Background: an optimization exercise with open tools, aiming at small area, a short achievable clock period and few clock cycles per item. Do not read the settings as production practice. Only simulation tests tie the RTL to the original design; equivalence was not proved.

==> flow/design.v (outline; a module is shown in full before it is edited, if it fits) <==
// module asin_iter: 3794 lines
module asin_iter (
    input  logic        clk,
    input  logic        rst,
    input  logic        start,
    input  logic [31:0] x,
    output logic        busy,
    output logic        done,
    output logic [31:0] asin,
    output logic        sat
);
  // ...
==> flow/flow/run.sh <==
#!/bin/bash
# The standard layout, except that between synthesis and floorplan the netlist's
# full adders are re-polarised by fixinv.py to drop inverters between them
# (a full adder is self-dual). Each step logs to a file of its own here.
set -euo pipefail
R=orfs/results/${FLOW_PLATFORM}/asin_iter/base
bash standard.sh synth > synth.log 2>&1
cp "$R/1_2_yosys.v" yosys_netlist_before_fixinv.v
python3 flow/fixinv.py "$R/1_2_yosys.v" > fixinv.log 2>&1
rm -f "$R/1_synth.odb" "$R/1_synth.sdc"
bash standard.sh finish > layout.log 2>&1
==> flow/flow/fixinv.py <==
#!/usr/bin/env python3
"""Rewrite a Yosys gate netlist so that full adders feed each other with fewer
inverters. A full adder is self-dual: FA(~a, ~b, ~c) = (~sum, ~cout). The script
removes the single inverters (inv_1) between cells, picks for each full adder
whether it computes its function or its dual (greedy local search), and then
inserts one inverter per net whose inverted value some input still needs.
Registers, ports and all other cells are left as they are.
usage: fixinv.py NETLIST.v   (rewritten in place; a summary goes to stdout)"""
import re, sys

path = sys.argv[1]
src = open(path).read()
m = re.search(r"\bmodule\s+(\S+)\s*\((.*?)\);", src, re.S)
ports = set(p.strip() for p in m.group(2).split(","))
cell_re = re.compile(r"(?:\(\*[^*]*\*\)\s*)*(sky130_fd_sc_hd__\w+)\s+(\S+)\s*\((.*?)\);\n", re.S)
pin_re = re.compile(r"\.(\w+)\(([^()]*)\)")
OUTPINS = {"X", "Y", "Q", "Q_N", "SUM", "COUT", "HI", "LO"}

cells = []
for mm in cell_re.finditer(src):
    typ, name, body = mm.group(1), mm.group(2), mm.group(3)
    pins = [(p, n.strip()) for p, n in pin_re.findall(body)]
    cells.append({"typ": typ, "name": name, "pins": pins, "span": mm.span()})

def is_port_net(n):
    base = n.split("[")[0].lstrip("\\").strip()
    return base in ports
def is_const(n):
    return "'" in n

drv = {}
for i, c in enumerate(cells):
    for p, n in c["pins"]:
        if p in OUTPINS:
            drv[n] = (i, p)

# peelable inverters: inv_1 whose output is not a port
peel = set()
for i, c in enumerate(cells):
    if c["typ"] == "sky130_fd_sc_hd__inv_1":
        y = dict(c["pins"])["Y"]
        a = dict(c["pins"])["A"]
        if not is_port_net(y) and not is_const(a):
            peel.add(i)

def root(n):
    k = 0
    seen = 0
    while n in drv and drv[n][0] in peel and seen < 64:
        n = dict(cells[drv[n][0]]["pins"])["A"]
        k ^= 1
        seen += 1
    return n, k

ISFA = lambda c: c["typ"].startswith("sky130_fd_sc_hd__fa_")
FAIN = {"A", "B", "CIN"}
# loads: list of (cell index, pin, root, parity)
loads = []
for i, c in enumerate(cells):
    if i in peel:
        continue
    for p, n in c["pins"]:
        if p in OUTPINS or is_const(n):
            continue
        r, k = root(n)
        loads.append((i, p, r, k))
by_root = {}
for li, (i, p, r, k) in enumerate(loads):
    by_root.setdefault(r, []).append(li)
pi = [0] * len(cells)

def drv_pi(r):
    d = drv.get(r)
    return pi[d[0]] if d is not None and ISFA(cells[d[0]]) else 0

def need_inv(li):
    i, p, r, k = loads[li]
    pc = pi[i] if (ISFA(cells[i]) and p in FAIN) else 0
    return k ^ pc ^ drv_pi(r)

def root_cost(r):
    return int(any(need_inv(li) for li in by_root.get(r, [])))

def fa_roots(i):
    rs = set()
    for p, n in cells[i]["pins"]:
        if p in OUTPINS:
            rs.add(n)
        elif p in FAIN:
            rs.add(root(n)[0])
    return rs

before = sum(root_cost(r) for r in by_root)
fas = [i for i, c in enumerate(cells) if ISFA(c)]
roots_of = {i: fa_roots(i) for i in fas}
for it in range(20):
    changed = 0
    for i in fas:
        rs = roots_of[i]
        old = sum(root_cost(r) for r in rs)
        pi[i] ^= 1
        new = sum(root_cost(r) for r in rs)
        if new < old:
            changed += 1
        else:
            pi[i] ^= 1
    if not changed:
        break
after = sum(root_cost(r) for r in by_root)

# rewrite
def fmt(n):
    return n + " " if n.startswith("\\") else n

inv_of = {}
new_cells = []
conn = {}
for li, (i, p, r, k) in enumerate(loads):
    if need_inv(li):
        if r not in inv_of:
            nm = f"fixinv_{len(inv_of)}"
            inv_of[r] = nm + "_n"
            new_cells.append(f"  sky130_fd_sc_hd__inv_1 {nm} (\n    .A({fmt(r)}),\n    .Y({nm}_n)\n  );\n")
        conn[(i, p)] = inv_of[r]
    else:
        conn[(i, p)] = r
out = []
pos = 0
for i, c in enumerate(cells):
    s, e = c["span"]
    out.append(src[pos:s])
    pos = e
    if i in peel:
        continue
    body = ",\n".join(f"    .{p}({fmt(conn.get((i, p), n) if not (p in OUTPINS or is_const(n)) else n)})" for p, n in c["pins"])
    out.append(f"  {c['typ']} {c['name']} (\n{body}\n  );\n")
rest = src[pos:]
end = rest.rindex("endmodule")
decl = "".join(f"  wire {n};\n" for n in inv_of.values())
out.append(rest[:end] + decl + "".join(new_cells) + rest[end:])
open(path, "w").write("".join(out))
print(f"full adders {len(fas)}, flipped {sum(pi[i] for i in fas)}; peeled inverters {len(peel)}; "
      f"nets needing an inverter: {before} before the flips, {after} after; inverters written {len(inv_of)}")
==> flow/standard.sh <==
#!/bin/bash
# synth_recipe.tcl (not shown) runs the flow's synth.tcl, then flattens the netlist and writes it again
# the make line also repeats each setting of config.mk as NAME=value (left out here)
make -C /OpenROAD-flow-scripts/flow DESIGN_CONFIG=/design/flow/config.mk WORK_HOME=/design/flow/orfs CLKGATE_MAP_FILE= SYNTH_SCRIPT=/design/flow/synth_recipe.tcl "${@:-finish}"
==> flow/config.mk <==
export PLATFORM = sky130hd
export DESIGN_NAME = asin_iter
export DESIGN_NICKNAME = asin_iter
export VERILOG_FILES = /design/flow/design.v
export SDC_FILE = /design/flow/constraint.sdc
export NUM_CORES = 4
export LEC_CHECK = 0
export ABC_AREA = 1
export CAP_MARGIN = 20
export CORE_MARGIN = 2
export CORE_UTILIZATION = 40
export CTS_CLUSTER_DIAMETER = 25
export CTS_CLUSTER_SIZE = 10
export SLEW_MARGIN = 20
==> flow/constraint.sdc <==
create_clock -name core_clock -period 130.0 [get_ports {clk}]
set_input_delay 26.0000 -clock core_clock [delete_from_list [all_inputs] [get_ports {clk}]]
set_output_delay 26.0000 -clock core_clock [all_outputs]
set_load 0.01 [all_outputs]
==> flow_summary.ini, run 1 <==
[critical_path]
crit_path_top_delay_cell = clkinv_1
timing.critical_path.buf_inv = 12
crit_path_end_kind = register
ff2ff_path_depth = 118
r2r-start = am3[5]
rrSetupSlack_ns = 101.46
critPathMaxStageDelay_ns = 0.86

[routing]
wl_met3_um = 36100
dr.pass1.iters = 8
drt_iter0_markers = 8652
highest_layer = met5

[synthesis]
syn_area_sq_um = 54800
yosys_warnings = 1

[finish]
n_sequential_cell = 120
top_regs = sin: 20 flops, am3: 19 flops, xr: 18 flops
seq-cell-share_pct = 6.15
layout.nets = 8524
area_growth_syn_to_layout_pct = 5.70
final_cell_mix = 1303 x nand2_1, 921 x inv_1, 651 x fa_1
n_all_buffers = 252
buf_share_pct = 3.56

[cts]
clock_path_buffers = 2
htree_levels = 4
postCtsSetupBuffers = 0

[hold_path]
worst_hold_startpoint = busy

[timing]
hold_slack_ns = 0.501
setup_viol = 0

[global_route]
grt_max_degree = 63
antenna_found_initial = 8
grt_overflow = 0

[die]
fp-row-count = 135
die_w_um = 374
start_util_pct = 40.4

[run_status]
outcome = timing/DRC/antenna clean

[pwr]
Testbench counts, summed over its fixed seeds: cycles 18,918, items 1,024.
==> run 2, diff against run 1 <==
--- a/flow/design.v
+++ b/flow/design.v
@@ -14,16 +14,17 @@
     logic [3:0]         it;
     logic               sat_r;
     logic signed [17:0] xr;       
     logic signed [17:0] m;        
     logic               e;        
     logic [16:0]        am;       
     logic [18:0]        am3;      
     logic [16:0]        am1_n;    
+    logic [18:0]        am31_n;   
     logic               mneg;     
     logic [19:0]        sin;      
     logic [17:0]        p3r;      
     localparam logic signed [17:0] T1 = 18'sd0;
     localparam logic [16:0] t2_0 = 17'd84730;
     localparam logic [16:0] t2_1 = 17'd46342;
     function automatic logic [15:0] t3_0(input logic [0:0] i);
         case (i)
@@ -672,239 +673,241 @@
     assign d9_1 = t9_1({b0, b1, b2, b3, b4, b5, b6});
     assign c9_1 = d9_1[9] ^ xs[9] ^ (d9_1[8:0] < xs[8:0]);
     assign b8 = b7 ? c9_1 : c9_0;
     assign tsum = (b1 ? 18'd51472 : 18'd0) + (b2 ? 18'd25736 : 18'd0) + (b3 ? 18'd12868 : 18'd0) + (b4 ? 18'd6434 : 18'd0) + (b5 ? 18'd3217 : 18'd0) + (b6 ? 18'd1608 : 18'd0) + (b7 ? 18'd804 : 18'd0) + (b8 ? 18'd402 : 18'd0);
     assign t_am = b0 ? 17'(tsum + 18'd201) : 17'(18'd102743 - tsum);
     logic [19:0] s1;
     logic [16:0] am1;
     assign am1 = ~am1_n;
+    logic [18:0] am31;
+    assign am31 = ~am31_n;
     logic [21:0] kth;    
     logic        cy4;    
     logic [20:0] s2;
     logic [21:0] s3, s4;
     wire ma_1 = sin[0] & ~sin[1];
     wire ma_2 = ~sin[0] & sin[1];
     wire ma_3 = sin[0] & sin[1];
-    wire ma_4 = (ma_1 & am1[0]) | (ma_3 & am3[0]);
-    wire ma_5 = (ma_1 & am1[1]) | (ma_2 & am1[0]) | (ma_3 & am3[1]);
-    wire ma_6 = (ma_1 & am1[2]) | (ma_2 & am1[1]) | (ma_3 & am3[2]);
-    wire ma_7 = (ma_1 & am1[3]) | (ma_2 & am1[2]) | (ma_3 & am3[3]);
-    wire ma_8 = (ma_1 & am1[4]) | (ma_2 & am1[3]) | (ma_3 & am3[4]);
-    wire ma_9 = (ma_1 & am1[5]) | (ma_2 & am1[4]) | (ma_3 & am3[5]);
-    wire ma_10 = (ma_1 & am1[6]) | (ma_2 & am1[5]) | (ma_3 & am3[6]);
-    wire ma_11 = (ma_1 & am1[7]) | (ma_2 & am1[6]) | (ma_3 & am3[7]);
-    wire ma_12 = (ma_1 & am1[8]) | (ma_2 & am1[7]) | (ma_3 & am3[8]);
-    wire ma_13 = (ma_1 & am1[9]) | (ma_2 & am1[8]) | (ma_3 & am3[9]);
-    wire ma_14 = (ma_1 & am1[10]) | (ma_2 & am1[9]) | (ma_3 & am3[10]);
-    wire ma_15 = (ma_1 & am1[11]) | (ma_2 & am1[10]) | (ma_3 & am3[11]);
-    wire ma_16 = (ma_1 & am1[12]) | (ma_2 & am1[11]) | (ma_3 & am3[12]);
-    wire ma_17 = (ma_1 & am1[13]) | (ma_2 & am1[12]) | (ma_3 & am3[13]);
-    wire ma_18 = (ma_1 & am1[14]) | (ma_2 & am1[13]) | (ma_3 & am3[14]);
-    wire ma_19 = (ma_1 & am1[15]) | (ma_2 & am1[14]) | (ma_3 & am3[15]);
-    wire ma_20 = (ma_1 & am1[16]) | (ma_2 & am1[15]) | (ma_3 & am3[16]);
-    wire ma_21 = (ma_2 & am1[16]) | (ma_3 & am3[17]);
-    wire ma_22 = (ma_3 & am3[18]);
+    wire ma_4 = (ma_1 & am1[0]) | (ma_3 & am31[0]);
+    wire ma_5 = (ma_1 & am1[1]) | (ma_2 & am1[0]) | (ma_3 & am31[1]);
+    wire ma_6 = (ma_1 & am1[2]) | (ma_2 & am1[1]) | (ma_3 & am31[2]);
+    wire ma_7 = (ma_1 & am1[3]) | (ma_2 & am1[2]) | (ma_3 & am31[3]);
+    wire ma_8 = (ma_1 & am1[4]) | (ma_2 & am1[3]) | (ma_3 & am31[4]);
+    wire ma_9 = (ma_1 & am1[5]) | (ma_2 & am1[4]) | (ma_3 & am31[5]);
+    wire ma_10 = (ma_1 & am1[6]) | (ma_2 & am1[5]) | (ma_3 & am31[6]);
+    wire ma_11 = (ma_1 & am1[7]) | (ma_2 & am1[6]) | (ma_3 & am31[7]);
+    wire ma_12 = (ma_1 & am1[8]) | (ma_2 & am1[7]) | (ma_3 & am31[8]);
+    wire ma_13 = (ma_1 & am1[9]) | (ma_2 & am1[8]) | (ma_3 & am31[9]);
+    wire ma_14 = (ma_1 & am1[10]) | (ma_2 & am1[9]) | (ma_3 & am31[10]);
+    wire ma_15 = (ma_1 & am1[11]) | (ma_2 & am1[10]) | (ma_3 & am31[11]);
+    wire ma_16 = (ma_1 & am1[12]) | (ma_2 & am1[11]) | (ma_3 & am31[12]);
+    wire ma_17 = (ma_1 & am1[13]) | (ma_2 & am1[12]) | (ma_3 & am31[13]);
+    wire ma_18 = (ma_1 & am1[14]) | (ma_2 & am1[13]) | (ma_3 & am31[14]);
+    wire ma_19 = (ma_1 & am1[15]) | (ma_2 & am1[14]) | (ma_3 & am31[15]);
+    wire ma_20 = (ma_1 & am1[16]) | (ma_2 & am1[15]) | (ma_3 & am31[16]);
+    wire ma_21 = (ma_2 & am1[16]) | (ma_3 & am31[17]);
+    wire ma_22 = (ma_3 & am31[18]);
     wire ma_23 = sin[2] & ~sin[3];
     wire ma_24 = ~sin[2] & sin[3];
     wire ma_25 = sin[2] & sin[3];
-    wire ma_26 = (ma_23 & am1[0]) | (ma_25 & am3[0]);
-    wire ma_27 = (ma_23 & am1[1]) | (ma_24 & am1[0]) | (ma_25 & am3[1]);
-    wire ma_28 = (ma_23 & am1[2]) | (ma_24 & am1[1]) | (ma_25 & am3[2]);
-    wire ma_29 = (ma_23 & am1[3]) | (ma_24 & am1[2]) | (ma_25 & am3[3]);
-    wire ma_30 = (ma_23 & am1[4]) | (ma_24 & am1[3]) | (ma_25 & am3[4]);
-    wire ma_31 = (ma_23 & am1[5]) | (ma_24 & am1[4]) | (ma_25 & am3[5]);
-    wire ma_32 = (ma_23 & am1[6]) | (ma_24 & am1[5]) | (ma_25 & am3[6]);
-    wire ma_33 = (ma_23 & am1[7]) | (ma_24 & am1[6]) | (ma_25 & am3[7]);
-    wire ma_34 = (ma_23 & am1[8]) | (ma_24 & am1[7]) | (ma_25 & am3[8]);
-    wire ma_35 = (ma_23 & am1[9]) | (ma_24 & am1[8]) | (ma_25 & am3[9]);
-    wire ma_36 = (ma_23 & am1[10]) | (ma_24 & am1[9]) | (ma_25 & am3[10]);
-    wire ma_37 = (ma_23 & am1[11]) | (ma_24 & am1[10]) | (ma_25 & am3[11]);
-    wire ma_38 = (ma_23 & am1[12]) | (ma_24 & am1[11]) | (ma_25 & am3[12]);
-    wire ma_39 = (ma_23 & am1[13]) | (ma_24 & am1[12]) | (ma_25 & am3[13]);
-    wire ma_40 = (ma_23 & am1[14]) | (ma_24 & am1[13]) | (ma_25 & am3[14]);
-    wire ma_41 = (ma_23 & am1[15]) | (ma_24 & am1[14]) | (ma_25 & am3[15]);
-    wire ma_42 = (ma_23 & am1[16]) | (ma_24 & am1[15]) | (ma_25 & am3[16]);
-    wire ma_43 = (ma_24 & am1[16]) | (ma_25 & am3[17]);
-    wire ma_44 = (ma_25 & am3[18]);
+    wire ma_26 = (ma_23 & am1[0]) | (ma_25 & am31[0]);
+    wire ma_27 = (ma_23 & am1[1]) | (ma_24 & am1[0]) | (ma_25 & am31[1]);
+    wire ma_28 = (ma_23 & am1[2]) | (ma_24 & am1[1]) | (ma_25 & am31[2]);
+    wire ma_29 = (ma_23 & am1[3]) | (ma_24 & am1[2]) | (ma_25 & am31[3]);
+    wire ma_30 = (ma_23 & am1[4]) | (ma_24 & am1[3]) | (ma_25 & am31[4]);
+    wire ma_31 = (ma_23 & am1[5]) | (ma_24 & am1[4]) | (ma_25 & am31[5]);
+    wire ma_32 = (ma_23 & am1[6]) | (ma_24 & am1[5]) | (ma_25 & am31[6]);
+    wire ma_33 = (ma_23 & am1[7]) | (ma_24 & am1[6]) | (ma_25 & am31[7]);
+    wire ma_34 = (ma_23 & am1[8]) | (ma_24 & am1[7]) | (ma_25 & am31[8]);
+    wire ma_35 = (ma_23 & am1[9]) | (ma_24 & am1[8]) | (ma_25 & am31[9]);
+    wire ma_36 = (ma_23 & am1[10]) | (ma_24 & am1[9]) | (ma_25 & am31[10]);
+    wire ma_37 = (ma_23 & am1[11]) | (ma_24 & am1[10]) | (ma_25 & am31[11]);
+    wire ma_38 = (ma_23 & am1[12]) | (ma_24 & am1[11]) | (ma_25 & am31[12]);
+    wire ma_39 = (ma_23 & am1[13]) | (ma_24 & am1[12]) | (ma_25 & am31[13]);
+    wire ma_40 = (ma_23 & am1[14]) | (ma_24 & am1[13]) | (ma_25 & am31[14]);
+    wire ma_41 = (ma_23 & am1[15]) | (ma_24 & am1[14]) | (ma_25 & am31[15]);
+    wire ma_42 = (ma_23 & am1[16]) | (ma_24 & am1[15]) | (ma_25 & am31[16]);
+    wire ma_43 = (ma_24 & am1[16]) | (ma_25 & am31[17]);
+    wire ma_44 = (ma_25 & am31[18]);
     wire ma_45 = sin[4] & ~sin[5];
     wire ma_46 = ~sin[4] & sin[5];
     wire ma_47 = sin[4] & sin[5];
-    wire ma_48 = (ma_45 & am1[0]) | (ma_47 & am3[0]);
-    wire ma_49 = (ma_45 & am1[1]) | (ma_46 & am1[0]) | (ma_47 & am3[1]);
-    wire ma_50 = (ma_45 & am1[2]) | (ma_46 & am1[1]) | (ma_47 & am3[2]);
-    wire ma_51 = (ma_45 & am1[3]) | (ma_46 & am1[2]) | (ma_47 & am3[3]);
-    wire ma_52 = (ma_45 & am1[4]) | (ma_46 & am1[3]) | (ma_47 & am3[4]);
-    wire ma_53 = (ma_45 & am1[5]) | (ma_46 & am1[4]) | (ma_47 & am3[5]);
-    wire ma_54 = (ma_45 & am1[6]) | (ma_46 & am1[5]) | (ma_47 & am3[6]);
-    wire ma_55 = (ma_45 & am1[7]) | (ma_46 & am1[6]) | (ma_47 & am3[7]);
-    wire ma_56 = (ma_45 & am1[8]) | (ma_46 & am1[7]) | (ma_47 & am3[8]);
-    wire ma_57 = (ma_45 & am1[9]) | (ma_46 & am1[8]) | (ma_47 & am3[9]);
-    wire ma_58 = (ma_45 & am1[10]) | (ma_46 & am1[9]) | (ma_47 & am3[10]);
-    wire ma_59 = (ma_45 & am1[11]) | (ma_46 & am1[10]) | (ma_47 & am3[11]);
-    wire ma_60 = (ma_45 & am1[12]) | (ma_46 & am1[11]) | (ma_47 & am3[12]);
-    wire ma_61 = (ma_45 & am1[13]) | (ma_46 & am1[12]) | (ma_47 & am3[13]);
-    wire ma_62 = (ma_45 & am1[14]) | (ma_46 & am1[13]) | (ma_47 & am3[14]);
-    wire ma_63 = (ma_45 & am1[15]) | (ma_46 & am1[14]) | (ma_47 & am3[15]);
-    wire ma_64 = (ma_45 & am1[16]) | (ma_46 & am1[15]) | (ma_47 & am3[16]);
-    wire ma_65 = (ma_46 & am1[16]) | (ma_47 & am3[17]);
-    wire ma_66 = (ma_47 & am3[18]);
+    wire ma_48 = (ma_45 & am1[0]) | (ma_47 & am31[0]);
+    wire ma_49 = (ma_45 & am1[1]) | (ma_46 & am1[0]) | (ma_47 & am31[1]);
+    wire ma_50 = (ma_45 & am1[2]) | (ma_46 & am1[1]) | (ma_47 & am31[2]);
+    wire ma_51 = (ma_45 & am1[3]) | (ma_46 & am1[2]) | (ma_47 & am31[3]);
+    wire ma_52 = (ma_45 & am1[4]) | (ma_46 & am1[3]) | (ma_47 & am31[4]);
+    wire ma_53 = (ma_45 & am1[5]) | (ma_46 & am1[4]) | (ma_47 & am31[5]);
+    wire ma_54 = (ma_45 & am1[6]) | (ma_46 & am1[5]) | (ma_47 & am31[6]);
+    wire ma_55 = (ma_45 & am1[7]) | (ma_46 & am1[6]) | (ma_47 & am31[7]);
+    wire ma_56 = (ma_45 & am1[8]) | (ma_46 & am1[7]) | (ma_47 & am31[8]);
+    wire ma_57 = (ma_45 & am1[9]) | (ma_46 & am1[8]) | (ma_47 & am31[9]);
+    wire ma_58 = (ma_45 & am1[10]) | (ma_46 & am1[9]) | (ma_47 & am31[10]);
+    wire ma_59 = (ma_45 & am1[11]) | (ma_46 & am1[10]) | (ma_47 & am31[11]);
+    wire ma_60 = (ma_45 & am1[12]) | (ma_46 & am1[11]) | (ma_47 & am31[12]);
+    wire ma_61 = (ma_45 & am1[13]) | (ma_46 & am1[12]) | (ma_47 & am31[13]);
+    wire ma_62 = (ma_45 & am1[14]) | (ma_46 & am1[13]) | (ma_47 & am31[14]);
+    wire ma_63 = (ma_45 & am1[15]) | (ma_46 & am1[14]) | (ma_47 & am31[15]);
+    wire ma_64 = (ma_45 & am1[16]) | (ma_46 & am1[15]) | (ma_47 & am31[16]);
+    wire ma_65 = (ma_46 & am1[16]) | (ma_47 & am31[17]);
+    wire ma_66 = (ma_47 & am31[18]);
     wire ma_67 = sin[6] & ~sin[7];
     wire ma_68 = ~sin[6] & sin[7];
     wire ma_69 = sin[6] & sin[7];
-    wire ma_70 = (ma_67 & am1[0]) | (ma_69 & am3[0]);
-    wire ma_71 = (ma_67 & am1[1]) | (ma_68 & am1[0]) | (ma_69 & am3[1]);
-    wire ma_72 = (ma_67 & am1[2]) | (ma_68 & am1[1]) | (ma_69 & am3[2]);
-    wire ma_73 = (ma_67 & am1[3]) | (ma_68 & am1[2]) | (ma_69 & am3[3]);
-    wire ma_74 = (ma_67 & am1[4]) | (ma_68 & am1[3]) | (ma_69 & am3[4]);
-    wire ma_75 = (ma_67 & am1[5]) | (ma_68 & am1[4]) | (ma_69 & am3[5]);
-    wire ma_76 = (ma_67 & am1[6]) | (ma_68 & am1[5]) | (ma_69 & am3[6]);
-    wire ma_77 = (ma_67 & am1[7]) | (ma_68 & am1[6]) | (ma_69 & am3[7]);
-    wire ma_78 = (ma_67 & am1[8]) | (ma_68 & am1[7]) | (ma_69 & am3[8]);
-    wire ma_79 = (ma_67 & am1[9]) | (ma_68 & am1[8]) | (ma_69 & am3[9]);
-    wire ma_80 = (ma_67 & am1[10]) | (ma_68 & am1[9]) | (ma_69 & am3[10]);
-    wire ma_81 = (ma_67 & am1[11]) | (ma_68 & am1[10]) | (ma_69 & am3[11]);
-    wire ma_82 = (ma_67 & am1[12]) | (ma_68 & am1[11]) | (ma_69 & am3[12]);
-    wire ma_83 = (ma_67 & am1[13]) | (ma_68 & am1[12]) | (ma_69 & am3[13]);
-    wire ma_84 = (ma_67 & am1[14]) | (ma_68 & am1[13]) | (ma_69 & am3[14]);
-    wire ma_85 = (ma_67 & am1[15]) | (ma_68 & am1[14]) | (ma_69 & am3[15]);
-    wire ma_86 = (ma_67 & am1[16]) | (ma_68 & am1[15]) | (ma_69 & am3[16]);
-    wire ma_87 = (ma_68 & am1[16]) | (ma_69 & am3[17]);
-    wire ma_88 = (ma_69 & am3[18]);
+    wire ma_70 = (ma_67 & am1[0]) | (ma_69 & am31[0]);
+    wire ma_71 = (ma_67 & am1[1]) | (ma_68 & am1[0]) | (ma_69 & am31[1]);
+    wire ma_72 = (ma_67 & am1[2]) | (ma_68 & am1[1]) | (ma_69 & am31[2]);
+    wire ma_73 = (ma_67 & am1[3]) | (ma_68 & am1[2]) | (ma_69 & am31[3]);
+    wire ma_74 = (ma_67 & am1[4]) | (ma_68 & am1[3]) | (ma_69 & am31[4]);
+    wire ma_75 = (ma_67 & am1[5]) | (ma_68 & am1[4]) | (ma_69 & am31[5]);
+    wire ma_76 = (ma_67 & am1[6]) | (ma_68 & am1[5]) | (ma_69 & am31[6]);
+    wire ma_77 = (ma_67 & am1[7]) | (ma_68 & am1[6]) | (ma_69 & am31[7]);
+    wire ma_78 = (ma_67 & am1[8]) | (ma_68 & am1[7]) | (ma_69 & am31[8]);
+    wire ma_79 = (ma_67 & am1[9]) | (ma_68 & am1[8]) | (ma_69 & am31[9]);
+    wire ma_80 = (ma_67 & am1[10]) | (ma_68 & am1[9]) | (ma_69 & am31[10]);
+    wire ma_81 = (ma_67 & am1[11]) | (ma_68 & am1[10]) | (ma_69 & am31[11]);
+    wire ma_82 = (ma_67 & am1[12]) | (ma_68 & am1[11]) | (ma_69 & am31[12]);
+    wire ma_83 = (ma_67 & am1[13]) | (ma_68 & am1[12]) | (ma_69 & am31[13]);
+    wire ma_84 = (ma_67 & am1[14]) | (ma_68 & am1[13]) | (ma_69 & am31[14]);
+    wire ma_85 = (ma_67 & am1[15]) | (ma_68 & am1[14]) | (ma_69 & am31[15]);
+    wire ma_86 = (ma_67 & am1[16]) | (ma_68 & am1[15]) | (ma_69 & am31[16]);
+    wire ma_87 = (ma_68 & am1[16]) | (ma_69 & am31[17]);
+    wire ma_88 = (ma_69 & am31[18]);
     wire ma_89 = sin[8] & ~sin[9];
     wire ma_90 = ~sin[8] & sin[9];
     wire ma_91 = sin[8] & sin[9];
-    wire ma_92 = (ma_89 & am1[0]) | (ma_91 & am3[0]);
-    wire ma_93 = (ma_89 & am1[1]) | (ma_90 & am1[0]) | (ma_91 & am3[1]);
-    wire ma_94 = (ma_89 & am1[2]) | (ma_90 & am1[1]) | (ma_91 & am3[2]);
-    wire ma_95 = (ma_89 & am1[3]) | (ma_90 & am1[2]) | (ma_91 & am3[3]);
-    wire ma_96 = (ma_89 & am1[4]) | (ma_90 & am1[3]) | (ma_91 & am3[4]);
-    wire ma_97 = (ma_89 & am1[5]) | (ma_90 & am1[4]) | (ma_91 & am3[5]);
-    wire ma_98 = (ma_89 & am1[6]) | (ma_90 & am1[5]) | (ma_91 & am3[6]);
-    wire ma_99 = (ma_89 & am1[7]) | (ma_90 & am1[6]) | (ma_91 & am3[7]);
-    wire ma_100 = (ma_89 & am1[8]) | (ma_90 & am1[7]) | (ma_91 & am3[8]);
-    wire ma_101 = (ma_89 & am1[9]) | (ma_90 & am1[8]) | (ma_91 & am3[9]);
-    wire ma_102 = (ma_89 & am1[10]) | (ma_90 & am1[9]) | (ma_91 & am3[10]);
-    wire ma_103 = (ma_89 & am1[11]) | (ma_90 & am1[10]) | (ma_91 & am3[11]);
-    wire ma_104 = (ma_89 & am1[12]) | (ma_90 & am1[11]) | (ma_91 & am3[12]);
-    wire ma_105 = (ma_89 & am1[13]) | (ma_90 & am1[12]) | (ma_91 & am3[13]);
-    wire ma_106 = (ma_89 & am1[14]) | (ma_90 & am1[13]) | (ma_91 & am3[14]);
-    wire ma_107 = (ma_89 & am1[15]) | (ma_90 & am1[14]) | (ma_91 & am3[15]);
-    wire ma_108 = (ma_89 & am1[16]) | (ma_90 & am1[15]) | (ma_91 & am3[16]);
-    wire ma_109 = (ma_90 & am1[16]) | (ma_91 & am3[17]);
-    wire ma_110 = (ma_91 & am3[18]);
+    wire ma_92 = (ma_89 & am1[0]) | (ma_91 & am31[0]);
+    wire ma_93 = (ma_89 & am1[1]) | (ma_90 & am1[0]) | (ma_91 & am31[1]);
+    wire ma_94 = (ma_89 & am1[2]) | (ma_90 & am1[1]) | (ma_91 & am31[2]);
+    wire ma_95 = (ma_89 & am1[3]) | (ma_90 & am1[2]) | (ma_91 & am31[3]);
+    wire ma_96 = (ma_89 & am1[4]) | (ma_90 & am1[3]) | (ma_91 & am31[4]);
+    wire ma_97 = (ma_89 & am1[5]) | (ma_90 & am1[4]) | (ma_91 & am31[5]);
+    wire ma_98 = (ma_89 & am1[6]) | (ma_90 & am1[5]) | (ma_91 & am31[6]);
+    wire ma_99 = (ma_89 & am1[7]) | (ma_90 & am1[6]) | (ma_91 & am31[7]);
+    wire ma_100 = (ma_89 & am1[8]) | (ma_90 & am1[7]) | (ma_91 & am31[8]);
+    wire ma_101 = (ma_89 & am1[9]) | (ma_90 & am1[8]) | (ma_91 & am31[9]);
+    wire ma_102 = (ma_89 & am1[10]) | (ma_90 & am1[9]) | (ma_91 & am31[10]);
+    wire ma_103 = (ma_89 & am1[11]) | (ma_90 & am1[10]) | (ma_91 & am31[11]);
+    wire ma_104 = (ma_89 & am1[12]) | (ma_90 & am1[11]) | (ma_91 & am31[12]);
+    wire ma_105 = (ma_89 & am1[13]) | (ma_90 & am1[12]) | (ma_91 & am31[13]);
+    wire ma_106 = (ma_89 & am1[14]) | (ma_90 & am1[13]) | (ma_91 & am31[14]);
+    wire ma_107 = (ma_89 & am1[15]) | (ma_90 & am1[14]) | (ma_91 & am31[15]);
+    wire ma_108 = (ma_89 & am1[16]) | (ma_90 & am1[15]) | (ma_91 & am31[16]);
+    wire ma_109 = (ma_90 & am1[16]) | (ma_91 & am31[17]);
+    wire ma_110 = (ma_91 & am31[18]);
     wire ma_111 = sin[10] & ~sin[11];
     wire ma_112 = ~sin[10] & sin[11];
     wire ma_113 = sin[10] & sin[11];
-    wire ma_114 = (ma_111 & am1[0]) | (ma_113 & am3[0]);
-    wire ma_115 = (ma_111 & am1[1]) | (ma_112 & am1[0]) | (ma_113 & am3[1]);
-    wire ma_116 = (ma_111 & am1[2]) | (ma_112 & am1[1]) | (ma_113 & am3[2]);
-    wire ma_117 = (ma_111 & am1[3]) | (ma_112 & am1[2]) | (ma_113 & am3[3]);
-    wire ma_118 = (ma_111 & am1[4]) | (ma_112 & am1[3]) | (ma_113 & am3[4]);
-    wire ma_119 = (ma_111 & am1[5]) | (ma_112 & am1[4]) | (ma_113 & am3[5]);
-    wire ma_120 = (ma_111 & am1[6]) | (ma_112 & am1[5]) | (ma_113 & am3[6]);
-    wire ma_121 = (ma_111 & am1[7]) | (ma_112 & am1[6]) | (ma_113 & am3[7]);
-    wire ma_122 = (ma_111 & am1[8]) | (ma_112 & am1[7]) | (ma_113 & am3[8]);
-    wire ma_123 = (ma_111 & am1[9]) | (ma_112 & am1[8]) | (ma_113 & am3[9]);
-    wire ma_124 = (ma_111 & am1[10]) | (ma_112 & am1[9]) | (ma_113 & am3[10]);
-    wire ma_125 = (ma_111 & am1[11]) | (ma_112 & am1[10]) | (ma_113 & am3[11]);
-    wire ma_126 = (ma_111 & am1[12]) | (ma_112 & am1[11]) | (ma_113 & am3[12]);
-    wire ma_127 = (ma_111 & am1[13]) | (ma_112 & am1[12]) | (ma_113 & am3[13]);
-    wire ma_128 = (ma_111 & am1[14]) | (ma_112 & am1[13]) | (ma_113 & am3[14]);
-    wire ma_129 = (ma_111 & am1[15]) | (ma_112 & am1[14]) | (ma_113 & am3[15]);
-    wire ma_130 = (ma_111 & am1[16]) | (ma_112 & am1[15]) | (ma_113 & am3[16]);
-    wire ma_131 = (ma_112 & am1[16]) | (ma_113 & am3[17]);
-    wire ma_132 = (ma_113 & am3[18]);
+    wire ma_114 = (ma_111 & am1[0]) | (ma_113 & am31[0]);
+    wire ma_115 = (ma_111 & am1[1]) | (ma_112 & am1[0]) | (ma_113 & am31[1]);
+    wire ma_116 = (ma_111 & am1[2]) | (ma_112 & am1[1]) | (ma_113 & am31[2]);
+    wire ma_117 = (ma_111 & am1[3]) | (ma_112 & am1[2]) | (ma_113 & am31[3]);
+    wire ma_118 = (ma_111 & am1[4]) | (ma_112 & am1[3]) | (ma_113 & am31[4]);
+    wire ma_119 = (ma_111 & am1[5]) | (ma_112 & am1[4]) | (ma_113 & am31[5]);
+    wire ma_120 = (ma_111 & am1[6]) | (ma_112 & am1[5]) | (ma_113 & am31[6]);
+    wire ma_121 = (ma_111 & am1[7]) | (ma_112 & am1[6]) | (ma_113 & am31[7]);
+    wire ma_122 = (ma_111 & am1[8]) | (ma_112 & am1[7]) | (ma_113 & am31[8]);
+    wire ma_123 = (ma_111 & am1[9]) | (ma_112 & am1[8]) | (ma_113 & am31[9]);
+    wire ma_124 = (ma_111 & am1[10]) | (ma_112 & am1[9]) | (ma_113 & am31[10]);
+    wire ma_125 = (ma_111 & am1[11]) | (ma_112 & am1[10]) | (ma_113 & am31[11]);
+    wire ma_126 = (ma_111 & am1[12]) | (ma_112 & am1[11]) | (ma_113 & am31[12]);
+    wire ma_127 = (ma_111 & am1[13]) | (ma_112 & am1[12]) | (ma_113 & am31[13]);
+    wire ma_128 = (ma_111 & am1[14]) | (ma_112 & am1[13]) | (ma_113 & am31[14]);
+    wire ma_129 = (ma_111 & am1[15]) | (ma_112 & am1[14]) | (ma_113 & am31[15]);
+    wire ma_130 = (ma_111 & am1[16]) | (ma_112 & am1[15]) | (ma_113 & am31[16]);
+    wire ma_131 = (ma_112 & am1[16]) | (ma_113 & am31[17]);
+    wire ma_132 = (ma_113 & am31[18]);
     wire ma_133 = sin[12] & ~sin[13];
     wire ma_134 = ~sin[12] & sin[13];
     wire ma_135 = sin[12] & sin[13];
-    wire ma_136 = (ma_133 & am1[0]) | (ma_135 & am3[0]);
-    wire ma_137 = (ma_133 & am1[1]) | (ma_134 & am1[0]) | (ma_135 & am3[1]);
-    wire ma_138 = (ma_133 & am1[2]) | (ma_134 & am1[1]) | (ma_135 & am3[2]);
-    wire ma_139 = (ma_133 & am1[3]) | (ma_134 & am1[2]) | (ma_135 & am3[3]);
-    wire ma_140 = (ma_133 & am1[4]) | (ma_134 & am1[3]) | (ma_135 & am3[4]);
-    wire ma_141 = (ma_133 & am1[5]) | (ma_134 & am1[4]) | (ma_135 & am3[5]);
-    wire ma_142 = (ma_133 & am1[6]) | (ma_134 & am1[5]) | (ma_135 & am3[6]);
-    wire ma_143 = (ma_133 & am1[7]) | (ma_134 & am1[6]) | (ma_135 & am3[7]);
-    wire ma_144 = (ma_133 & am1[8]) | (ma_134 & am1[7]) | (ma_135 & am3[8]);
-    wire ma_145 = (ma_133 & am1[9]) | (ma_134 & am1[8]) | (ma_135 & am3[9]);
-    wire ma_146 = (ma_133 & am1[10]) | (ma_134 & am1[9]) | (ma_135 & am3[10]);
-    wire ma_147 = (ma_133 & am1[11]) | (ma_134 & am1[10]) | (ma_135 & am3[11]);
-    wire ma_148 = (ma_133 & am1[12]) | (ma_134 & am1[11]) | (ma_135 & am3[12]);
-    wire ma_149 = (ma_133 & am1[13]) | (ma_134 & am1[12]) | (ma_135 & am3[13]);
-    wire ma_150 = (ma_133 & am1[14]) | (ma_134 & am1[13]) | (ma_135 & am3[14]);
-    wire ma_151 = (ma_133 & am1[15]) | (ma_134 & am1[14]) | (ma_135 & am3[15]);
-    wire ma_152 = (ma_133 & am1[16]) | (ma_134 & am1[15]) | (ma_135 & am3[16]);
-    wire ma_153 = (ma_134 & am1[16]) | (ma_135 & am3[17]);
-    wire ma_154 = (ma_135 & am3[18]);
+    wire ma_136 = (ma_133 & am1[0]) | (ma_135 & am31[0]);
+    wire ma_137 = (ma_133 & am1[1]) | (ma_134 & am1[0]) | (ma_135 & am31[1]);
+    wire ma_138 = (ma_133 & am1[2]) | (ma_134 & am1[1]) | (ma_135 & am31[2]);
+    wire ma_139 = (ma_133 & am1[3]) | (ma_134 & am1[2]) | (ma_135 & am31[3]);
+    wire ma_140 = (ma_133 & am1[4]) | (ma_134 & am1[3]) | (ma_135 & am31[4]);
+    wire ma_141 = (ma_133 & am1[5]) | (ma_134 & am1[4]) | (ma_135 & am31[5]);
+    wire ma_142 = (ma_133 & am1[6]) | (ma_134 & am1[5]) | (ma_135 & am31[6]);
+    wire ma_143 = (ma_133 & am1[7]) | (ma_134 & am1[6]) | (ma_135 & am31[7]);
+    wire ma_144 = (ma_133 & am1[8]) | (ma_134 & am1[7]) | (ma_135 & am31[8]);
+    wire ma_145 = (ma_133 & am1[9]) | (ma_134 & am1[8]) | (ma_135 & am31[9]);
+    wire ma_146 = (ma_133 & am1[10]) | (ma_134 & am1[9]) | (ma_135 & am31[10]);
+    wire ma_147 = (ma_133 & am1[11]) | (ma_134 & am1[10]) | (ma_135 & am31[11]);
+    wire ma_148 = (ma_133 & am1[12]) | (ma_134 & am1[11]) | (ma_135 & am31[12]);
+    wire ma_149 = (ma_133 & am1[13]) | (ma_134 & am1[12]) | (ma_135 & am31[13]);
+    wire ma_150 = (ma_133 & am1[14]) | (ma_134 & am1[13]) | (ma_135 & am31[14]);
+    wire ma_151 = (ma_133 & am1[15]) | (ma_134 & am1[14]) | (ma_135 & am31[15]);
+    wire ma_152 = (ma_133 & am1[16]) | (ma_134 & am1[15]) | (ma_135 & am31[16]);
+    wire ma_153 = (ma_134 & am1[16]) | (ma_135 & am31[17]);
+    wire ma_154 = (ma_135 & am31[18]);
     wire ma_155 = sin[14] & ~sin[15];
     wire ma_156 = ~sin[14] & sin[15];
     wire ma_157 = sin[14] & sin[15];
-    wire ma_158 = (ma_155 & am1[0]) | (ma_157 & am3[0]);
-    wire ma_159 = (ma_155 & am1[1]) | (ma_156 & am1[0]) | (ma_157 & am3[1]);
-    wire ma_160 = (ma_155 & am1[2]) | (ma_156 & am1[1]) | (ma_157 & am3[2]);
-    wire ma_161 = (ma_155 & am1[3]) | (ma_156 & am1[2]) | (ma_157 & am3[3]);
-    wire ma_162 = (ma_155 & am1[4]) | (ma_156 & am1[3]) | (ma_157 & am3[4]);
-    wire ma_163 = (ma_155 & am1[5]) | (ma_156 & am1[4]) | (ma_157 & am3[5]);
-    wire ma_164 = (ma_155 & am1[6]) | (ma_156 & am1[5]) | (ma_157 & am3[6]);
-    wire ma_165 = (ma_155 & am1[7]) | (ma_156 & am1[6]) | (ma_157 & am3[7]);
-    wire ma_166 = (ma_155 & am1[8]) | (ma_156 & am1[7]) | (ma_157 & am3[8]);
-    wire ma_167 = (ma_155 & am1[9]) | (ma_156 & am1[8]) | (ma_157 & am3[9]);
-    wire ma_168 = (ma_155 & am1[10]) | (ma_156 & am1[9]) | (ma_157 & am3[10]);
-    wire ma_169 = (ma_155 & am1[11]) | (ma_156 & am1[10]) | (ma_157 & am3[11]);
-    wire ma_170 = (ma_155 & am1[12]) | (ma_156 & am1[11]) | (ma_157 & am3[12]);
-    wire ma_171 = (ma_155 & am1[13]) | (ma_156 & am1[12]) | (ma_157 & am3[13]);
-    wire ma_172 = (ma_155 & am1[14]) | (ma_156 & am1[13]) | (ma_157 & am3[14]);
-    wire ma_173 = (ma_155 & am1[15]) | (ma_156 & am1[14]) | (ma_157 & am3[15]);
-    wire ma_174 = (ma_155 & am1[16]) | (ma_156 & am1[15]) | (ma_157 & am3[16]);
-    wire ma_175 = (ma_156 & am1[16]) | (ma_157 & am3[17]);
-    wire ma_176 = (ma_157 & am3[18]);
+    wire ma_158 = (ma_155 & am1[0]) | (ma_157 & am31[0]);
+    wire ma_159 = (ma_155 & am1[1]) | (ma_156 & am1[0]) | (ma_157 & am31[1]);
+    wire ma_160 = (ma_155 & am1[2]) | (ma_156 & am1[1]) | (ma_157 & am31[2]);
+    wire ma_161 = (ma_155 & am1[3]) | (ma_156 & am1[2]) | (ma_157 & am31[3]);
+    wire ma_162 = (ma_155 & am1[4]) | (ma_156 & am1[3]) | (ma_157 & am31[4]);
+    wire ma_163 = (ma_155 & am1[5]) | (ma_156 & am1[4]) | (ma_157 & am31[5]);
+    wire ma_164 = (ma_155 & am1[6]) | (ma_156 & am1[5]) | (ma_157 & am31[6]);
+    wire ma_165 = (ma_155 & am1[7]) | (ma_156 & am1[6]) | (ma_157 & am31[7]);
+    wire ma_166 = (ma_155 & am1[8]) | (ma_156 & am1[7]) | (ma_157 & am31[8]);
+    wire ma_167 = (ma_155 & am1[9]) | (ma_156 & am1[8]) | (ma_157 & am31[9]);
+    wire ma_168 = (ma_155 & am1[10]) | (ma_156 & am1[9]) | (ma_157 & am31[10]);
+    wire ma_169 = (ma_155 & am1[11]) | (ma_156 & am1[10]) | (ma_157 & am31[11]);
+    wire ma_170 = (ma_155 & am1[12]) | (ma_156 & am1[11]) | (ma_157 & am31[12]);
+    wire ma_171 = (ma_155 & am1[13]) | (ma_156 & am1[12]) | (ma_157 & am31[13]);
+    wire ma_172 = (ma_155 & am1[14]) | (ma_156 & am1[13]) | (ma_157 & am31[14]);
+    wire ma_173 = (ma_155 & am1[15]) | (ma_156 & am1[14]) | (ma_157 & am31[15]);
+    wire ma_174 = (ma_155 & am1[16]) | (ma_156 & am1[15]) | (ma_157 & am31[16]);
+    wire ma_175 = (ma_156 & am1[16]) | (ma_157 & am31[17]);
+    wire ma_176 = (ma_157 & am31[18]);
     wire ma_177 = sin[16] & ~sin[17];
     wire ma_178 = ~sin[16] & sin[17];
     wire ma_179 = sin[16] & sin[17];
-    wire ma_180 = (ma_177 & am1[0]) | (ma_179 & am3[0]);
-    wire ma_181 = (ma_177 & am1[1]) | (ma_178 & am1[0]) | (ma_179 & am3[1]);
-    wire ma_182 = (ma_177 & am1[2]) | (ma_178 & am1[1]) | (ma_179 & am3[2]);
-    wire ma_183 = (ma_177 & am1[3]) | (ma_178 & am1[2]) | (ma_179 & am3[3]);
-    wire ma_184 = (ma_177 & am1[4]) | (ma_178 & am1[3]) | (ma_179 & am3[4]);
-    wire ma_185 = (ma_177 & am1[5]) | (ma_178 & am1[4]) | (ma_179 & am3[5]);
-    wire ma_186 = (ma_177 & am1[6]) | (ma_178 & am1[5]) | (ma_179 & am3[6]);
-    wire ma_187 = (ma_177 & am1[7]) | (ma_178 & am1[6]) | (ma_179 & am3[7]);
-    wire ma_188 = (ma_177 & am1[8]) | (ma_178 & am1[7]) | (ma_179 & am3[8]);
-    wire ma_189 = (ma_177 & am1[9]) | (ma_178 & am1[8]) | (ma_179 & am3[9]);
-    wire ma_190 = (ma_177 & am1[10]) | (ma_178 & am1[9]) | (ma_179 & am3[10]);
-    wire ma_191 = (ma_177 & am1[11]) | (ma_178 & am1[10]) | (ma_179 & am3[11]);
-    wire ma_192 = (ma_177 & am1[12]) | (ma_178 & am1[11]) | (ma_179 & am3[12]);
-    wire ma_193 = (ma_177 & am1[13]) | (ma_178 & am1[12]) | (ma_179 & am3[13]);
-    wire ma_194 = (ma_177 & am1[14]) | (ma_178 & am1[13]) | (ma_179 & am3[14]);
-    wire ma_195 = (ma_177 & am1[15]) | (ma_178 & am1[14]) | (ma_179 & am3[15]);
-    wire ma_196 = (ma_177 & am1[16]) | (ma_178 & am1[15]) | (ma_179 & am3[16]);
-    wire ma_197 = (ma_178 & am1[16]) | (ma_179 & am3[17]);
-    wire ma_198 = (ma_179 & am3[18]);
+    wire ma_180 = (ma_177 & am1[0]) | (ma_179 & am31[0]);
+    wire ma_181 = (ma_177 & am1[1]) | (ma_178 & am1[0]) | (ma_179 & am31[1]);
+    wire ma_182 = (ma_177 & am1[2]) | (ma_178 & am1[1]) | (ma_179 & am31[2]);
+    wire ma_183 = (ma_177 & am1[3]) | (ma_178 & am1[2]) | (ma_179 & am31[3]);
+    wire ma_184 = (ma_177 & am1[4]) | (ma_178 & am1[3]) | (ma_179 & am31[4]);
+    wire ma_185 = (ma_177 & am1[5]) | (ma_178 & am1[4]) | (ma_179 & am31[5]);
+    wire ma_186 = (ma_177 & am1[6]) | (ma_178 & am1[5]) | (ma_179 & am31[6]);
+    wire ma_187 = (ma_177 & am1[7]) | (ma_178 & am1[6]) | (ma_179 & am31[7]);
+    wire ma_188 = (ma_177 & am1[8]) | (ma_178 & am1[7]) | (ma_179 & am31[8]);
+    wire ma_189 = (ma_177 & am1[9]) | (ma_178 & am1[8]) | (ma_179 & am31[9]);
+    wire ma_190 = (ma_177 & am1[10]) | (ma_178 & am1[9]) | (ma_179 & am31[10]);
+    wire ma_191 = (ma_177 & am1[11]) | (ma_178 & am1[10]) | (ma_179 & am31[11]);
+    wire ma_192 = (ma_177 & am1[12]) | (ma_178 & am1[11]) | (ma_179 & am31[12]);
+    wire ma_193 = (ma_177 & am1[13]) | (ma_178 & am1[12]) | (ma_179 & am31[13]);
+    wire ma_194 = (ma_177 & am1[14]) | (ma_178 & am1[13]) | (ma_179 & am31[14]);
+    wire ma_195 = (ma_177 & am1[15]) | (ma_178 & am1[14]) | (ma_179 & am31[15]);
+    wire ma_196 = (ma_177 & am1[16]) | (ma_178 & am1[15]) | (ma_179 & am31[16]);
+    wire ma_197 = (ma_178 & am1[16]) | (ma_179 & am31[17]);
+    wire ma_198 = (ma_179 & am31[18]);
     wire ma_199 = sin[18] & ~sin[19];
     wire ma_200 = ~sin[18] & sin[19];
     wire ma_201 = sin[18] & sin[19];
-    wire ma_202 = (ma_199 & am1[0]) | (ma_201 & am3[0]);
-    wire ma_203 = (ma_199 & am1[1]) | (ma_200 & am1[0]) | (ma_201 & am3[1]);
-    wire ma_204 = (ma_199 & am1[2]) | (ma_200 & am1[1]) | (ma_201 & am3[2]);
-    wire ma_205 = (ma_199 & am1[3]) | (ma_200 & am1[2]) | (ma_201 & am3[3]);
-    wire ma_206 = (ma_199 & am1[4]) | (ma_200 & am1[3]) | (ma_201 & am3[4]);
-    wire ma_207 = (ma_199 & am1[5]) | (ma_200 & am1[4]) | (ma_201 & am3[5]);
-    wire ma_208 = (ma_199 & am1[6]) | (ma_200 & am1[5]) | (ma_201 & am3[6]);
-    wire ma_209 = (ma_199 & am1[7]) | (ma_200 & am1[6]) | (ma_201 & am3[7]);
-    wire ma_210 = (ma_199 & am1[8]) | (ma_200 & am1[7]) | (ma_201 & am3[8]);
-    wire ma_211 = (ma_199 & am1[9]) | (ma_200 & am1[8]) | (ma_201 & am3[9]);
-    wire ma_212 = (ma_199 & am1[10]) | (ma_200 & am1[9]) | (ma_201 & am3[10]);
-    wire ma_213 = (ma_199 & am1[11]) | (ma_200 & am1[10]) | (ma_201 & am3[11]);
-    wire ma_214 = (ma_199 & am1[12]) | (ma_200 & am1[11]) | (ma_201 & am3[12]);
-    wire ma_215 = (ma_199 & am1[13]) | (ma_200 & am1[12]) | (ma_201 & am3[13]);
-    wire ma_216 = (ma_199 & am1[14]) | (ma_200 & am1[13]) | (ma_201 & am3[14]);
-    wire ma_217 = (ma_199 & am1[15]) | (ma_200 & am1[14]) | (ma_201 & am3[15]);
-    wire ma_218 = (ma_199 & am1[16]) | (ma_200 & am1[15]) | (ma_201 & am3[16]);
-    wire ma_219 = (ma_200 & am1[16]) | (ma_201 & am3[17]);
+    wire ma_202 = (ma_199 & am1[0]) | (ma_201 & am31[0]);
+    wire ma_203 = (ma_199 & am1[1]) | (ma_200 & am1[0]) | (ma_201 & am31[1]);
+    wire ma_204 = (ma_199 & am1[2]) | (ma_200 & am1[1]) | (ma_201 & am31[2]);
+    wire ma_205 = (ma_199 & am1[3]) | (ma_200 & am1[2]) | (ma_201 & am31[3]);
+    wire ma_206 = (ma_199 & am1[4]) | (ma_200 & am1[3]) | (ma_201 & am31[4]);
+    wire ma_207 = (ma_199 & am1[5]) | (ma_200 & am1[4]) | (ma_201 & am31[5]);
+    wire ma_208 = (ma_199 & am1[6]) | (ma_200 & am1[5]) | (ma_201 & am31[6]);
+    wire ma_209 = (ma_199 & am1[7]) | (ma_200 & am1[6]) | (ma_201 & am31[7]);
+    wire ma_210 = (ma_199 & am1[8]) | (ma_200 & am1[7]) | (ma_201 & am31[8]);
+    wire ma_211 = (ma_199 & am1[9]) | (ma_200 & am1[8]) | (ma_201 & am31[9]);
+    wire ma_212 = (ma_199 & am1[10]) | (ma_200 & am1[9]) | (ma_201 & am31[10]);
+    wire ma_213 = (ma_199 & am1[11]) | (ma_200 & am1[10]) | (ma_201 & am31[11]);
+    wire ma_214 = (ma_199 & am1[12]) | (ma_200 & am1[11]) | (ma_201 & am31[12]);
+    wire ma_215 = (ma_199 & am1[13]) | (ma_200 & am1[12]) | (ma_201 & am31[13]);
+    wire ma_216 = (ma_199 & am1[14]) | (ma_200 & am1[13]) | (ma_201 & am31[14]);
+    wire ma_217 = (ma_199 & am1[15]) | (ma_200 & am1[14]) | (ma_201 & am31[15]);
+    wire ma_218 = (ma_199 & am1[16]) | (ma_200 & am1[15]) | (ma_201 & am31[16]);
+    wire ma_219 = (ma_200 & am1[16]) | (ma_201 & am31[17]);
     wire ma_220 = ma_22 ^ ma_42;
     wire ma_221 = ma_22 & ma_42;
     wire ma_222 = ma_43 ^ ma_63;
     wire ma_223 = ma_43 & ma_63;
     wire ma_224 = ma_44 ^ ma_64;
     wire ma_225 = ma_44 & ma_64;
     wire ma_226 = ma_16 ^ ma_36;
     wire ma_227 = ma_16 & ma_36;
@@ -3763,31 +3766,33 @@
                 it    <= '0;
                 if (sat_p)      xr <= 18'sd102944;
                 else if (sat_n) xr <= -18'sd102944;
                 else begin
                     e    <= (b6 & b7 & b8);
                     am   <= t_am;
                     am3  <= {2'd0, t_am} + {1'd0, t_am, 1'b0};
                     am1_n <= ~t_am;
+                    am31_n <= ~({2'd0, t_am} + {1'd0, t_am, 1'b0});
                     sin  <= {3'd0, t_am};
                     mneg <= !b0;
                 end
             end
             PA: begin
                 sin <= s4[19:0];
                 p3r <= s2[17:0];
             end
             PB: begin
                 it <= it + 4'd1;
                 e    <= dec ? eh : el;
                 if (fin) xr <= dec ? m1 : m;    
                 am   <= amn;
                 am3  <= amn3;
                 am1_n <= ~amn;
+                am31_n <= ~amn3;
                 sin  <= {3'd0, amn};
                 mneg <= mn[17];
             end
             default: ;
         endcase
     end
     assign asin = {{14{xr[17]}}, xr};
     assign sat  = sat_r;
==> run 2 against run 1 <==
Cell area rose by 2.3%. Highest routed layer unchanged. Via count rose by 0.83%. Wire length fell by 2.4%. Largest cell class unchanged. First-iteration DRC count fell by 15%.
==> flow_summary.ini, run 2 <==
[finish]
layout.nets = 8695
finalInstanceArea_sq_um = 59300
final_util_pct = 42.5
top_regs = sin: 20 flops, am31_n: 19 flops, am3: 19 flops
area_growth_syn_to_layout_pct = 5.34
drive_gt1_share_pct = 5.86
regMostFlops = sin
final_cell_mix = 1440 x nand2_1, 964 x inv_1, 651 x fa_1
final_common_cell = nand2_1
final_cells = 9283
largest_reg_flops = 20

[timing]
tightest_slew_ns = 1.20
timing.fmax_mhz = 34.8
finalClockSkew_ns = 0.0103
fin_crit_sh_pct = 22.1
min_period_ns = 28.71
rsz0062_at_grt = false
setup_ws_ns = 101.29
timing.setup.tns_ns = 0
hold_viol = 0
setup_viol = 0
finalMaxSlewViolations = 0
hold_slack_ns = 0.634
slew_headroom_pct = 19.3

[critical_path]
cp_common_cell = nand2_1
critPathMaxStageDelay_ns = 0.88
startpoint = sin[4]
r2r-start = sin[4]
crit_path_top_delay_cell = nor2_1
start_kind = register
cp.arrival_ns = 28.92
worstPathRequired_ns = 130.20
rrSetupSlack_ns = 101.29
endpoint = am1_n[16]
ff2ff_path_depth = 135
worstPathMaxFanout = 45
r2r_end = am1_n[16]
crit_path_end_kind = register
crit_type = register to register

[cts]
cts_hold_buf = 0
clk_pin_slew_ns = 0.07
cts_inserted_buffers = 17
cts_resized = 0
cts-root-buf = clkbuf_16
htree_levels = 4
postCtsSetupBuffers = 0
clock_path_buffers = 2
tritoncts = yes
cts.sinks = 138
clk-insertion-delay-late_ns = 0.50

[global_route]
antenna_found_initial = 4
grt_max_degree = 73
grt_pass1_wl_um = 385000
grt_overflow = 0
track_usage_pct = 36.0
grt_pass1_vias = 58111

[die]
die_area_sq_um = 144000
ios = 70
core_region_area_sq_um = 140000
start_util_pct = 40.4
fp-row-count = 137
die_w_um = 379
die_h_um = 379

[placed_design]
place_congestion = 1.03
dp_cells = 9249
portBuffers = 69
dp_hpwl_um = 193000
dp_worst_setup_slack_ns = 101.76
place_area_sq_um = 58700

[routing]
num_vias = 59322
vias_per_cell = 6.39
dr.pass1.iters = 9
drc_errors = 0
drt-total-wl_um = 262000
antenna_left = 0
drt_iter0_markers = 7331
wl_per_cell_um = 28.3

[synthesis]
yosys_warnings = 1
syn_area_sq_um = 56300
syn-num-nets = 8918
syn_area_per_cell_sq_um = 7.39
synthCells = 7616

[run_status]
outcome = timing/DRC/antenna clean

[job]
cap_violations = 0

[hold_path]
worstHoldPathCells = 2
hold_class = register to register
==> run 2: routing by layer <==
| metal | GRT usage [%] | vias to the layer above | wire [um] |
|---|---|---|---|
| met3 | 9.92 | 1215 | 30400 |
| li1 | - | 25660 | - |
| met1 | 43.4 | 28246 | 96700 |
| met4 | 23.7 | 8 | 21100 |
| met2 | 56.0 | 4193 | 114000 |
| met5 | 0 | - | 103 |
==> run 2: worst max-delay path, delay by kind of cell, from the launching register on <==
kind            cells  cell delay, ns
compound gates     35            7.07
simple gates       60            6.50
flops               1            0.48
buf+inv            15            3.76
fa+ha+maj          22            9.89
xor+xnor            3            0.68
==> run 2: cell type report <==
class,instances,area (sq um)
flip-flops and latches,138,4100
clock inverters,15,174
well taps,1876,2350
diodes,1,2.50
repair buffers,228,1880
clock buffers,17,425
fillers,14411,80200
inverters,1053,3960
multi-input cells,5955,46400
==> run 2: worst min path at each step <==
stage / startpoint / end / slack, ns
after floorplan: sat_n / sat_r / 0.47
after global placement: busy / busy / 0.60
after detailed placement: busy / busy / 0.59
after CTS: busy / busy / 0.62
after global routing: sat_n / sat_r / 0.67
final: busy / busy / 0.63
Testbench counts of run 2, summed over its fixed seeds: cycles 18,918, items 1,024.

port drivers added, routing unchanged:
The flow's constraints put no driver on any port. The routed layouts listed below were extracted and timed again, unchanged, in two steps.
Step 1 assumes that a clkbuf_16 drives the clock port and a buf_2 every other input.
Step 2 also shifts input and output timing later by t, the mid clock arrival at the registers, as if the neighbouring blocks saw the same clock.
Three values: no drivers, after step 1, after step 2; two values: the first two.
run	shift t [ns]	setup slack, ns	latest minus earliest clock arrival (ns)	worst data-port slew with drivers (ns)
run 1	0.538	101.464 / 101.464 / 101.464	0.018 / 0.018	0.04
run 2	0.553	101.287 / 101.287 / 101.287	0.010 / 0.010	0.07
After both steps every run listed still meets setup and hold.
